This is an optimization exercise on Yosys and OpenROAD, whose aim is small area, not a production implementation.
In this exercise RTL edits were held to simulation tests only and were not proved equivalent to the original.
Power figures rest on the tool's default switching activity, not on a simulated workload.

Design ldpc_cnu_top, start of the top module:
module ldpc_cnu_top
(
	input  logic         clk,
	input  logic         rst,
	input  logic         in_valid,
	input  logic [119:0] v2c,
	output logic         out_valid,
	output logic [119:0] c2v
);
clock: 3.3 ns
lec_check: 0
cap_margin: 20
core_margin: 2
core_utilization: 60
gpl_timing_driven: 0
slew_margin: 20
standard.sh (not shown) runs the stock make flow with config.mk's settings and CLKGATE_MAP_FILE= SYNTH_SCRIPT=/design/flow/synth_recipe.tcl, a recipe that flattens the netlist after the stock synthesis.
==> flow/flow/run.sh <==
#!/bin/bash
# Standard ORFS layout with three changes: ports get the smallest buffer,
# the clock tree uses small clock buffers without dummy loads, and
# non-critical cells are downsized after global routing.
set -euo pipefail
bash standard.sh \
	"BUFFER_PORTS_ARGS=-buffer_cell sky130_fd_sc_hd__buf_1" \
	"CTS_ARGS=-sink_clustering_enable -repair_clock_nets -dont_use_dummy_load -sink_clustering_size 20 -sink_clustering_max_diameter 80 -buf_list {sky130_fd_sc_hd__clkbuf_8}" \
	"RECOVER_POWER=100" \
	finish > flow_standard.log 2>&1
Then changed:
==> flow/run.sh (new file) <==
#!/bin/bash
# synth_recipe.tcl (not shown) runs the flow's synth.tcl, then flattens the netlist and writes it again
# the make line also repeats each setting of config.mk as NAME=value (left out here)
make -C /OpenROAD-flow-scripts/flow DESIGN_CONFIG=/design/flow/config.mk WORK_HOME=/design/flow/orfs CLKGATE_MAP_FILE= SYNTH_SCRIPT=/design/flow/synth_recipe.tcl finish
CORE_UTILIZATION = 40   (was 60)
GPL_TIMING_DRIVEN = not set   (was 0)
removed: flow/flow/run.sh
removed: flow/standard.sh
Effect: The changed run finished with timing, DRC and antenna clean. Total power rises by 24%. Clock skew falls by 22 ps. Global-route usage falls by 6.7 points. Wire length rises by 10%. Maximum frequency falls by 3.0%. First-iteration DRC count rises by 3.3%.
Then changed:
==> flow/flow/run.sh (new file) <==
#!/bin/bash
# Standard ORFS layout with three changes: ports get the smallest buffer,
# the clock tree uses small clock buffers without dummy loads, and
# non-critical cells are downsized after global routing.
set -euo pipefail
bash standard.sh \
	"BUFFER_PORTS_ARGS=-buffer_cell sky130_fd_sc_hd__buf_1" \
	"CTS_ARGS=-sink_clustering_enable -repair_clock_nets -dont_use_dummy_load -buf_list {sky130_fd_sc_hd__clkbuf_4 sky130_fd_sc_hd__clkbuf_8}" \
	"RECOVER_POWER=100" \
	finish > flow_standard.log 2>&1
==> flow/standard.sh (new file) <==
#!/bin/bash
# synth_recipe.tcl (not shown) runs the flow's synth.tcl, then flattens the netlist and writes it again
# the make line also repeats each setting of config.mk as NAME=value (left out here)
make -C /OpenROAD-flow-scripts/flow DESIGN_CONFIG=/design/flow/config.mk WORK_HOME=/design/flow/orfs CLKGATE_MAP_FILE= SYNTH_SCRIPT=/design/flow/synth_recipe.tcl "${@:-finish}"
CORE_UTILIZATION = 60   (was 40)
GPL_TIMING_DRIVEN = 0   (was not set)
removed: flow/run.sh
Outcome:
- power decreases by roughly a tenth
- worst setup slack is better by 37 ps
- synthesized cell count is unchanged
- wire length decreases by a little under a tenth
- worst hold slack is worse by 28 ps
- clock-buffer cell count increases by 7
- cell count decreases by roughly a tenth
- first-iteration DRC count decreases by a few percent
- design area decreases by about a fifth
- via count hardly moves
- fmax increases slightly

---

Another version of the RTL of ldpc_cnu_top (not shown whole).
Size in the first run: about 1200 cells after synthesis, ~240 I/O pins, ~0.012 sq mm of cells after synthesis.
==> flow/config.mk <==
export PLATFORM = sky130hd
export DESIGN_NAME = ldpc_cnu_top
export DESIGN_NICKNAME = ldpc_cnu_top
export VERILOG_FILES = /design/flow/design.v
export SDC_FILE = /design/flow/constraint.sdc
export NUM_CORES = 4
export LEC_CHECK = 0
export CAP_MARGIN = 20
export CORE_MARGIN = 2
export CORE_UTILIZATION = 60
export GPL_TIMING_DRIVEN = 0
export SLEW_MARGIN = 20
export SYNTH_HIERARCHICAL = 1
==> flow/constraint.sdc <==
create_clock -name core_clock -period 3.3 [get_ports {clk}]
set_input_delay 0.6600 -clock core_clock [delete_from_list [all_inputs] [get_ports {clk}]]
set_output_delay 0.6600 -clock core_clock [all_outputs]
set_load 0.01 [all_outputs]
==> flow/flow/run.sh <==
#!/bin/bash
# Standard ORFS layout with four changes: logic cells are swapped for the
# smallest of their family after floorplan (timing repair later sizes up
# what it needs), ports get the smallest buffer, the clock tree uses
# clkbuf_8 in clusters of up to 18 sinks without dummy loads, and
# non-critical cells are downsized after global routing.
set -euo pipefail
V=(
	"BUFFER_PORTS_ARGS=-buffer_cell sky130_fd_sc_hd__buf_1"
	"CTS_ARGS=-sink_clustering_enable -repair_clock_nets -dont_use_dummy_load -sink_clustering_size 18 -sink_clustering_max_diameter 80 -buf_list {sky130_fd_sc_hd__clkbuf_8}"
	"RECOVER_POWER=100"
)
bash standard.sh "${V[@]}" synth > flow_synth.log 2>&1
bash standard.sh "${V[@]}" floorplan > flow_floorplan.log 2>&1
openroad -no_init -exit flow/downsize.tcl > flow_downsize.log 2>&1
bash standard.sh "${V[@]}" finish > flow_finish.log 2>&1
Other scripts of this flow, unchanged in this note and not shown: flow/flow/downsize.tcl
The starting point passed the timing, design-rule and antenna checks.
Then changed:
- CORE_UTILIZATION: 60 -> 72
Outcome:
- total power is higher by 2.5%
- core utilization rose by 13 points
- final area goes down by about 0.32%

static timing again, ports no longer ideal:
In the flow no input, the clock included, has a driving cell. The finished layouts below were timed again as built, in two steps. Step 1, drivers: a clkbuf_16 drives clk and a buf_2 each remaining input, both assumed. Step 2 adds t to the input delays and takes it off the output delays; t is the mean of the earliest and latest rising clock arrival at the registers after step 1. Input paths then give back, and output paths get back, about the clock's delay inside the block. Slacks: ideal / step 1 / step 2; pairs: ideal / step 1.
run | t, ns | setup WS [ns] | hold slack, ns | worst register clock-pin slew, ns
the first run of note 1 | 0.549 | 0.158 / 0.158 / -0.218 | 0.317 / 0.317 / 0.317 | 0.12 / 0.12
the second run of note 1 | 0.566 | 0.062 / 0.017 / -0.042 | 0.322 / 0.322 / 0.322 | 0.06 / 0.06
the third run of note 1 | 0.544 | 0.098 / 0.098 / -0.269 | 0.294 / 0.294 / 0.294 | 0.06 / 0.06
the first run of note 2 | 0.547 | 0.104 / 0.104 / -0.384 | 0.302 / 0.302 / 0.302 | 0.11 / 0.11
the second run of note 2 | 0.534 | 0.073 / 0.073 / -0.399 | 0.323 / 0.323 / 0.323 | 0.11 / 0.11
With both steps, setup timing fails in every run listed, where it was met with ideal ports. The setup slack of the first run of note 2, which loses most, moves by 0.000 ns with the drivers and by -0.488 ns with both steps.
